Context: an optimization exercise on an open-source flow, tuned for small area. The choices shown serve that exercise and are no tape-out recipe. The RTL was checked by simulation tests, not by an equivalence proof against the original design. No activity file was given, so power comes from the tool's default toggle rates.

==> quartz <==
==> flow/design.v (excerpt) <==
module ruhman_led_multi #(
    parameter int unsigned N          = 16,
    parameter int unsigned CLK_PER_MS = 100,
    parameter int unsigned HP_W       = 16
) (
    input  logic         clk,
    input  logic         reset_n,
    input  logic         cs,
    input  logic         read,
    input  logic         write,
    input  logic [4:0]   addr,
    input  logic [31:0]  wr_data,
    output logic [31:0]  rd_data,
    output logic [N-1:0] dout
);
    localparam int unsigned   PW        = (CLK_PER_MS > 1) ? $clog2(CLK_PER_MS) : 1;
    localparam logic [PW-1:0] PrescLast = PW'(CLK_PER_MS - 1);
    localparam logic [15:0]   RingInv   = 16'haaaa;
    logic [PW-1:0] presc_q;
    logic [3:0]    phase_q;    
    logic [3:0]    phase_n;
    logic          hold_q;     
    logic          win_q;      
    logic          ms_tick;
    logic          ph0, ph15;
    logic          bus_wr;
    logic          sync_sel;
    logic [15:0]   ch_hp   [N];
    logic [1:0]    ch_mode [N];
    logic [3:0]    ch_bc   [N];
    logic [N-1:0]  done_vec;
    logic          unused_bits;
    logic [15:0]   wd_hp;
    logic [15:0]   wd_hp_rot;
    logic          wd_hs;
    logic [1:0]    wd_mode;
    logic [3:0]    wd_bc;
    assign bus_wr      = cs && write;
    assign sync_sel    = bus_wr && (addr == 5'd16);
  ...
==> module ruhman_led_multi, before the edit <==
module ruhman_led_multi #(
    parameter int unsigned N          = 16,
    parameter int unsigned CLK_PER_MS = 100,
    parameter int unsigned HP_W       = 16
) (
    input  logic         clk,
    input  logic         reset_n,
    input  logic         cs,
    input  logic         read,
    input  logic         write,
    input  logic [4:0]   addr,
    input  logic [31:0]  wr_data,
    output logic [31:0]  rd_data,
    output logic [N-1:0] dout
);
    localparam int unsigned   PW        = (CLK_PER_MS > 1) ? $clog2(CLK_PER_MS) : 1;
    localparam logic [PW-1:0] PrescLast = PW'(CLK_PER_MS - 1);
    localparam logic [15:0]   RingInv   = 16'haaaa;
    logic [PW-1:0] presc_q;
    logic [3:0]    phase_q;    
    logic [3:0]    phase_n;
    logic          hold_q;     
    logic          win_q;      
    logic          ms_tick;
    logic          ph0, ph15;
    logic          bus_wr;
    logic          sync_sel;
    logic [15:0]   ch_hp   [N];
    logic [1:0]    ch_mode [N];
    logic [3:0]    ch_bc   [N];
    logic [N-1:0]  done_vec;
    logic          unused_bits;
    logic [15:0]   wd_hp;
    logic [15:0]   wd_hp_rot;
    logic          wd_hs;
    logic [1:0]    wd_mode;
    logic [3:0]    wd_bc;
    assign bus_wr      = cs && write;
    assign sync_sel    = bus_wr && (addr == 5'd16);
    assign ms_tick     = (presc_q == PrescLast);
    assign ph0         = (phase_q == 4'd0);
    assign ph15        = (phase_q == 4'd15);
    assign phase_n     = phase_q + 4'd1;
    assign unused_bits = read ^ (^wr_data);
    assign wd_hp       = reset_n ? wr_data[15:0] : 16'd0;
    assign wd_hs       = (wd_hp[15:1] == 15'd0);
    assign wd_mode     = reset_n ? wr_data[17:16] : 2'b00;
    assign wd_bc       = reset_n ? wr_data[23:20] : 4'd0;
    always_comb begin
        wd_hp_rot = {wd_hp[0], wd_hp[15:1]};
        if (phase_q[0]) wd_hp_rot = {wd_hp_rot[0], wd_hp_rot[15:1]};
        if (phase_q[1]) wd_hp_rot = {wd_hp_rot[1:0], wd_hp_rot[15:2]};
        if (phase_q[2]) wd_hp_rot = {wd_hp_rot[3:0], wd_hp_rot[15:4]};
        if (phase_q[3]) wd_hp_rot = {wd_hp_rot[7:0], wd_hp_rot[15:8]};
    end
    always_ff @(posedge clk) begin
        if (!reset_n || ms_tick) presc_q <= '0;
        else                     presc_q <= presc_q + PW'(1);
    end
    always_ff @(posedge clk) begin
        if (!reset_n) begin
            phase_q <= '0;
            hold_q  <= 1'b0;
            win_q   <= 1'b0;
        end else begin
            win_q   <= ((ms_tick || hold_q) && ph15) || (win_q && !ph15);
            phase_q <= phase_n;
            hold_q  <= (ms_tick || hold_q) && !ph15;
        end
    end
    for (genvar i = 0; i < N; i++) begin : g_ch
        logic [15:0] hpr_q;        
        logic [15:0] cnr_q;        
        logic [15:0] hpr_v, cnr_v;  
        logic [1:0]  mode_q;
        logic [3:0]  bc_q;
        logic        hs_q;         
        logic        cy_q;         
        logic        stp_q;        
        logic [3:0]  nb_q;         
        logic        led_q, done_q;
        logic        cfg_wr, ld, restart, run, reached, step, adv, clr;
        logic        cy_eff, cbit, nbit, match;
        assign cfg_wr  = bus_wr && (addr == 5'(i));
        assign ld      = cfg_wr || !reset_n;
        assign restart = cfg_wr || (sync_sel && wr_data[i] && mode_q[1]);
        assign run     = ms_tick && mode_q[1] && !done_q && !restart;
        assign reached = stp_q || hs_q;
        assign step    = run && reached;
        assign adv     = run && !reached;
        assign clr     = restart || step;    
        assign hpr_v   = hpr_q ^ RingInv;
        assign cnr_v   = cnr_q ^ RingInv;
        assign cy_eff  = cy_q && !hold_q;
        assign cbit    = cnr_v[0] ^ ph0;      
        assign nbit    = cbit ^ cy_eff;       
        assign match   = (nbit == hpr_v[0]);
        always_ff @(posedge clk) begin
            if (ld) begin
                hpr_q  <= wd_hp_rot ^ RingInv;
                mode_q <= wd_mode;
                bc_q   <= wd_bc;
                hs_q   <= wd_hs;
            end else begin
                hpr_q  <= {hpr_v[0], hpr_v[15:1]} ^ RingInv;
            end
        end
        always_ff @(posedge clk) begin
            if (clr) begin
                cnr_q <= RingInv;
                cy_q  <= 1'b0;
                stp_q <= 1'b0;
            end else begin
                cnr_q <= {cnr_v[0] ^ cy_eff, cnr_v[15:1]} ^ RingInv;
                if (adv)         cy_q <= 1'b1;
                else if (!hold_q) cy_q <= cy_q && cbit;
                if (win_q) stp_q <= (ph0 || stp_q) && match;
            end
        end
        always_ff @(posedge clk) begin
            if (!reset_n) begin
                led_q  <= 1'b0;
                done_q <= 1'b0;
            end else if (restart) begin
                nb_q   <= '0;
                done_q <= 1'b0;
                led_q  <= cfg_wr ? (wr_data[17:16] != 2'b00) : 1'b1;
            end else if (step) begin
                led_q <= !led_q;
                if (mode_q[0] && led_q) begin
                    nb_q   <= nb_q + 4'd1;
                    done_q <= (nb_q + 4'd1 == bc_q);
                end
            end
        end
        assign dout[i]     = led_q;
        assign done_vec[i] = done_q;
        assign ch_hp[i]    = hpr_v;
        assign ch_mode[i]  = mode_q;
        assign ch_bc[i]    = bc_q;
    end
    logic [N-1:0] rd_sel;
    logic [21:0]  rd_ch;
    logic [15:0]  rd_hpr;
    always_comb begin
        rd_ch = '0;
        for (int i = 0; i < N; i++) begin
            rd_sel[i] = (addr == 5'(i));
            rd_ch = rd_ch | ({ch_bc[i], ch_mode[i], ch_hp[i]} & {22{rd_sel[i]}});
        end
        rd_hpr = rd_ch[15:0];
        if (phase_q[0]) rd_hpr = {rd_hpr[14:0], rd_hpr[15]};
        if (phase_q[1]) rd_hpr = {rd_hpr[13:0], rd_hpr[15:14]};
        if (phase_q[2]) rd_hpr = {rd_hpr[11:0], rd_hpr[15:12]};
        if (phase_q[3]) rd_hpr = {rd_hpr[7:0], rd_hpr[15:8]};
        rd_data = {8'h00, rd_ch[21:18], 2'b00, rd_ch[17:16], rd_hpr};
        if (addr == 5'd17) begin
            rd_data[N-1:0]  = dout;
            rd_data[16 +: N] = done_vec;
        end
    end
endmodule
clock: 10.0 ns
lec_check: 0
cap_margin: 20
core_margin: 2
core_utilization: 70
place_density: 0.8
slew_margin: 20
standard.sh (not shown) runs the stock make flow with config.mk's settings and CLKGATE_MAP_FILE= SYNTH_SCRIPT=/design/flow/synth_recipe.tcl, a recipe that flattens the netlist after the stock synthesis.
==> flow/flow/run.sh <==
#!/bin/bash
# Own layout flow: the standard ORFS flow (standard.sh), with
#  - clock tree synthesis that clusters more sinks per leaf buffer and inserts no dummy loads
#  - port buffers of the smallest buffer cell.
# Each make target's full output goes to its own log file here.
set -euo pipefail
export CTS_ARGS="-sink_clustering_enable -repair_clock_nets -dont_use_dummy_load -sink_clustering_size 16 -sink_clustering_max_diameter 60 -buf_list sky130_fd_sc_hd__clkbuf_8"
export BUFFER_PORTS_ARGS="-buffer_cell sky130_fd_sc_hd__buf_1"
for t in synth floorplan place cts route finish; do
  bash standard.sh "$t" > "flow_$t.log" 2>&1
done
==> inputs of maple, as changes to quartz <==
==> flow/flow/run.sh (replaced) <==
#!/bin/bash
# Own layout flow: the standard ORFS flow (standard.sh), with
#  - clock tree synthesis that clusters more sinks per leaf buffer and inserts no dummy loads
#  - port buffers of the smallest buffer cell.
# Each make target's full output goes to its own log file here.
set -euo pipefail
export CTS_ARGS="-sink_clustering_enable -repair_clock_nets -dont_use_dummy_load -sink_clustering_size 10 -sink_clustering_max_diameter 50 -buf_list sky130_fd_sc_hd__clkbuf_4"
export BUFFER_PORTS_ARGS="-buffer_cell sky130_fd_sc_hd__buf_1"
for t in synth floorplan place cts route finish; do
  bash standard.sh "$t" > "flow_$t.log" 2>&1
done
Settings changed: CORE_UTILIZATION 70 to 40, PLACE_DENSITY 0.8 to unset.
==> inputs of lagoon, as changes to quartz <==
--- a/flow/design.v
+++ b/flow/design.v
@@ -15,12 +15,10 @@
 );
     localparam int unsigned   PW        = (CLK_PER_MS > 1) ? $clog2(CLK_PER_MS) : 1;
     localparam logic [PW-1:0] PrescLast = PW'(CLK_PER_MS - 1);
-    localparam logic [15:0]   RingInv   = 16'haaaa;
     logic [PW-1:0] presc_q;
     logic [3:0]    phase_q;    
     logic [3:0]    phase_n;
     logic          hold_q;     
-    logic          win_q;      
     logic          ms_tick;
     logic          ph0, ph15;
     logic          bus_wr;
@@ -46,13 +44,7 @@
     assign wd_hs       = (wd_hp[15:1] == 15'd0);
     assign wd_mode     = reset_n ? wr_data[17:16] : 2'b00;
     assign wd_bc       = reset_n ? wr_data[23:20] : 4'd0;
-    always_comb begin
-        wd_hp_rot = {wd_hp[0], wd_hp[15:1]};
-        if (phase_q[0]) wd_hp_rot = {wd_hp_rot[0], wd_hp_rot[15:1]};
-        if (phase_q[1]) wd_hp_rot = {wd_hp_rot[1:0], wd_hp_rot[15:2]};
-        if (phase_q[2]) wd_hp_rot = {wd_hp_rot[3:0], wd_hp_rot[15:4]};
-        if (phase_q[3]) wd_hp_rot = {wd_hp_rot[7:0], wd_hp_rot[15:8]};
-    end
+    assign wd_hp_rot   = 16'({wd_hp, wd_hp} >> phase_n);
     always_ff @(posedge clk) begin
         if (!reset_n || ms_tick) presc_q <= '0;
         else                     presc_q <= presc_q + PW'(1);
@@ -61,9 +53,7 @@
         if (!reset_n) begin
             phase_q <= '0;
             hold_q  <= 1'b0;
-            win_q   <= 1'b0;
         end else begin
-            win_q   <= ((ms_tick || hold_q) && ph15) || (win_q && !ph15);
             phase_q <= phase_n;
             hold_q  <= (ms_tick || hold_q) && !ph15;
         end
@@ -71,11 +61,11 @@
     for (genvar i = 0; i < N; i++) begin : g_ch
         logic [15:0] hpr_q;        
         logic [15:0] cnr_q;        
-        logic [15:0] hpr_v, cnr_v;  
         logic [1:0]  mode_q;
         logic [3:0]  bc_q;
         logic        hs_q;         
         logic        cy_q;         
+        logic        eq_q;         
         logic        stp_q;        
         logic [3:0]  nb_q;         
         logic        led_q, done_q;
@@ -89,32 +79,32 @@
         assign step    = run && reached;
         assign adv     = run && !reached;
         assign clr     = restart || step;    
-        assign hpr_v   = hpr_q ^ RingInv;
-        assign cnr_v   = cnr_q ^ RingInv;
         assign cy_eff  = cy_q && !hold_q;
-        assign cbit    = cnr_v[0] ^ ph0;      
+        assign cbit    = cnr_q[0] ^ ph0;      
         assign nbit    = cbit ^ cy_eff;       
-        assign match   = (nbit == hpr_v[0]);
+        assign match   = (nbit == hpr_q[0]);
         always_ff @(posedge clk) begin
             if (ld) begin
-                hpr_q  <= wd_hp_rot ^ RingInv;
+                hpr_q  <= wd_hp_rot;
                 mode_q <= wd_mode;
                 bc_q   <= wd_bc;
                 hs_q   <= wd_hs;
             end else begin
-                hpr_q  <= {hpr_v[0], hpr_v[15:1]} ^ RingInv;
+                hpr_q  <= {hpr_q[0], hpr_q[15:1]};
             end
         end
         always_ff @(posedge clk) begin
             if (clr) begin
-                cnr_q <= RingInv;
+                cnr_q <= '0;
                 cy_q  <= 1'b0;
+                eq_q  <= 1'b0;
                 stp_q <= 1'b0;
             end else begin
-                cnr_q <= {cnr_v[0] ^ cy_eff, cnr_v[15:1]} ^ RingInv;
+                cnr_q <= {cnr_q[0] ^ cy_eff, cnr_q[15:1]};
                 if (adv)         cy_q <= 1'b1;
                 else if (!hold_q) cy_q <= cy_q && cbit;
-                if (win_q) stp_q <= (ph0 || stp_q) && match;
+                eq_q  <= (ph0 || eq_q) && match;
+                if (ph15) stp_q <= eq_q && match;
             end
         end
         always_ff @(posedge clk) begin
@@ -135,25 +125,23 @@
         end
         assign dout[i]     = led_q;
         assign done_vec[i] = done_q;
-        assign ch_hp[i]    = hpr_v;
+        assign ch_hp[i]    = hpr_q;
         assign ch_mode[i]  = mode_q;
         assign ch_bc[i]    = bc_q;
     end
-    logic [N-1:0] rd_sel;
-    logic [21:0]  rd_ch;
-    logic [15:0]  rd_hpr;
+    logic [15:0] rd_hpr;
     always_comb begin
-        rd_ch = '0;
+        rd_hpr = '0;
         for (int i = 0; i < N; i++) begin
-            rd_sel[i] = (addr == 5'(i));
-            rd_ch = rd_ch | ({ch_bc[i], ch_mode[i], ch_hp[i]} & {22{rd_sel[i]}});
+            if (addr == 5'(i)) rd_hpr = ch_hp[i];
         end
-        rd_hpr = rd_ch[15:0];
-        if (phase_q[0]) rd_hpr = {rd_hpr[14:0], rd_hpr[15]};
-        if (phase_q[1]) rd_hpr = {rd_hpr[13:0], rd_hpr[15:14]};
-        if (phase_q[2]) rd_hpr = {rd_hpr[11:0], rd_hpr[15:12]};
-        if (phase_q[3]) rd_hpr = {rd_hpr[7:0], rd_hpr[15:8]};
-        rd_data = {8'h00, rd_ch[21:18], 2'b00, rd_ch[17:16], rd_hpr};
+    end
+    always_comb begin
+        rd_data = '0;
+        for (int i = 0; i < N; i++) begin
+            if (addr == 5'(i)) rd_data[23:16] = {ch_bc[i], 2'b00, ch_mode[i]};
+        end
+        if (addr[4] == 1'b0) rd_data[15:0] = 16'({rd_hpr, rd_hpr} >> (5'd16 - {1'b0, phase_q}));
         if (addr == 5'd17) begin
             rd_data[N-1:0]  = dout;
             rd_data[16 +: N] = done_vec;
==> flow/run.sh (new file) <==
#!/bin/bash
# synth_recipe.tcl (not shown) runs the flow's synth.tcl, then flattens the netlist and writes it again
# the make line also repeats each setting of config.mk as NAME=value (left out here)
make -C /OpenROAD-flow-scripts/flow DESIGN_CONFIG=/design/flow/config.mk WORK_HOME=/design/flow/orfs CLKGATE_MAP_FILE= SYNTH_SCRIPT=/design/flow/synth_recipe.tcl finish
Settings changed: CORE_UTILIZATION 70 to 40, PLACE_DENSITY 0.8 to unset.
removed: flow/flow/run.sh
removed: flow/standard.sh
==> inputs of ember, as changes to quartz <==
--- a/flow/design.v
+++ b/flow/design.v
@@ -63,7 +63,7 @@
             hold_q  <= 1'b0;
             win_q   <= 1'b0;
         end else begin
-            win_q   <= ((ms_tick || hold_q) && ph15) || (win_q && !ph15);
+            if (ph15) win_q <= ms_tick || hold_q;
             phase_q <= phase_n;
             hold_q  <= (ms_tick || hold_q) && !ph15;
         end
==> flow/flow/run.sh (replaced) <==
#!/bin/bash
# Own layout flow: the standard ORFS flow (standard.sh), with
#  - synthesis as standard.sh runs it (same Yosys passes, same registers), except that ABC maps
#    the combinational logic with flow/abc_area.script: the delay-relaxed (-R 1000) &nf mapper
#    with pin permutation and no buffering or upsizing (slack is large; placement and repair
#    size what needs it)
#  - clock tree synthesis that clusters more sinks per leaf buffer and inserts no dummy loads
#  - port buffers of the smallest buffer cell.
# Each step's full output goes to its own log file here.
set -euo pipefail
here=$(pwd)
export MY_ABC_SCRIPT="$here/flow/abc_area.script"
export CTS_ARGS="-sink_clustering_enable -repair_clock_nets -dont_use_dummy_load -sink_clustering_size 9 -sink_clustering_max_diameter 45 -buf_list sky130_fd_sc_hd__clkbuf_4"
export BUFFER_PORTS_ARGS="-buffer_cell sky130_fd_sc_hd__buf_1"
# standard.sh with only its synthesis script swapped for flow/area_synth.tcl
sed "s|SYNTH_SCRIPT=[^ ]*|SYNTH_SCRIPT=$here/flow/area_synth.tcl|" standard.sh > area_synth.sh
bash area_synth.sh synth > flow_synth.log 2>&1
for t in floorplan place cts route finish; do
  bash standard.sh "$t" > "flow_$t.log" 2>&1
done
==> flow/flow/abc_area.script (new file) <==
&get -n
&st
&syn2
&dch -f
&nf -R 1000 -p
&put
topo
stime -c
dnsize -c
==> flow/flow/area_synth.tcl (new file) <==
proc synth {args} { yosys synth -nofsm -noshare {*}$args }
proc abc {args} {
  set i [lsearch -exact $args -script]
  if {$i >= 0 && [info exists ::env(MY_ABC_SCRIPT)]} { lset args [expr {$i + 1}] $::env(MY_ABC_SCRIPT) }
  yosys abc {*}$args
}
source $::env(SCRIPTS_DIR)/synth.tcl
# left out here: clear keep_hierarchy, flatten, clean up, hide names made inside functions, write 1_2_yosys.v
Settings changed: GPL_TIMING_DRIVEN set to 0.
==> comparison table <==
metric	lagoon	ember	quartz	maple
Power Combinational	1.05 mW	0.679 mW	0.651 mW	0.649 mW
Status	timing/DRC/antenna clean	timing/DRC/antenna clean	timing/DRC/antenna clean	timing/DRC/antenna clean
CP Launch Point	addr[0]	addr[3]	addr[2]	addr[2]
Syn_nets	3,109	2,769	3,081	3,081
Number of buffers and inverters on the critical path	3	2	3	3
DP Wirelength	73,700 um	57,200 um	67,400 um	70,200 um
Max-slew headroom	0.230	0.154	0.171	0.182
Arrival time worst endpoint	7000 ps	6490 ps	6010 ps	6270 ps
Met3 usage in global routing	0.0402	0.0827	0.0881	0.0541
Sequential cell area in the final layout	17,400 sq um	17,100 sq um	17,100 sq um	17,100 sq um
DR WL/cell	24.6 um	23.3 um	26.3 um	23.9 um
# nets final	3,137	2,976	3,085	3,134
Antenna diodes	0	6	2	6
Achievable clock frequency	111 MHz	118 MHz	125 MHz	121 MHz
Wire length on met1	45,300 um	30,600 um	34,100 um	41,100 um
Wire length of the first global-routing pass	154,000 um	121,000 um	137,000 um	142,000 um
Non-clock buffering overhead in the final layout	0.0348	0.0357	0.0204	0.0224
Psw	2.13 mW	1.58 mW	1.55 mW	1.59 mW
Buffer type at the clock tree root	sky130_fd_sc_hd__clkbuf_16	sky130_fd_sc_hd__clkbuf_4	sky130_fd_sc_hd__clkbuf_8	sky130_fd_sc_hd__clkbuf_4
Clock-pin slew of the registers on the worst-case setup and hold paths	60 ps	90 ps	90 ps	100 ps
Overall track demand over capacity in global routing	0.240	0.385	0.416	0.247
Setup slack at placement	1180 ps	1770 ps	2250 ps	2030 ps
Cell count after placement	4,061	3,342	3,505	3,945
CP Depth	12	15	11	11
Final Util	0.459	0.772	0.743	0.429

what the ideal ports hide:
The flow's constraints put no driver on any port. The routed layouts listed below were extracted and timed again, unchanged, in two steps.
Step 1, drivers: a clkbuf_16 drives clk and a buf_2 each remaining input, both assumed.
Step 2 moves the port delays by t, midway between the first and last clock arrival at a register: inputs arrive t later, outputs are due t later. That takes back most of the time a late clock gives input paths.
a / b / c = no drivers / after step 1 / after step 2; a / b = the first two.
| run | t (ns) | slack for setup (ns) | worst hold slack (ns) | slew at the worst register clock pin (ns) |
|---|---|---|---|---|
| quartz | 0.744 | 1.994 / 1.965 / 1.965 | 0.368 / 0.368 / 0.368 | 0.11 / 0.11 |
| maple | 0.946 | 1.734 / 1.710 / 1.710 | 0.342 / 0.342 / 0.342 | 0.12 / 0.12 |
| lagoon | 0.701 | 1.002 / 0.973 / 0.973 | 0.400 / 0.400 / 0.400 | 0.07 / 0.07 |
| ember | 0.900 | 1.511 / 1.406 / 1.406 | 0.337 / 0.337 / 0.337 | 0.11 / 0.11 |
After both steps every run listed still meets setup and hold. For ember, which loses most, drivers alone change the setup slack by -0.105 ns; drivers and shift together by -0.105 ns.
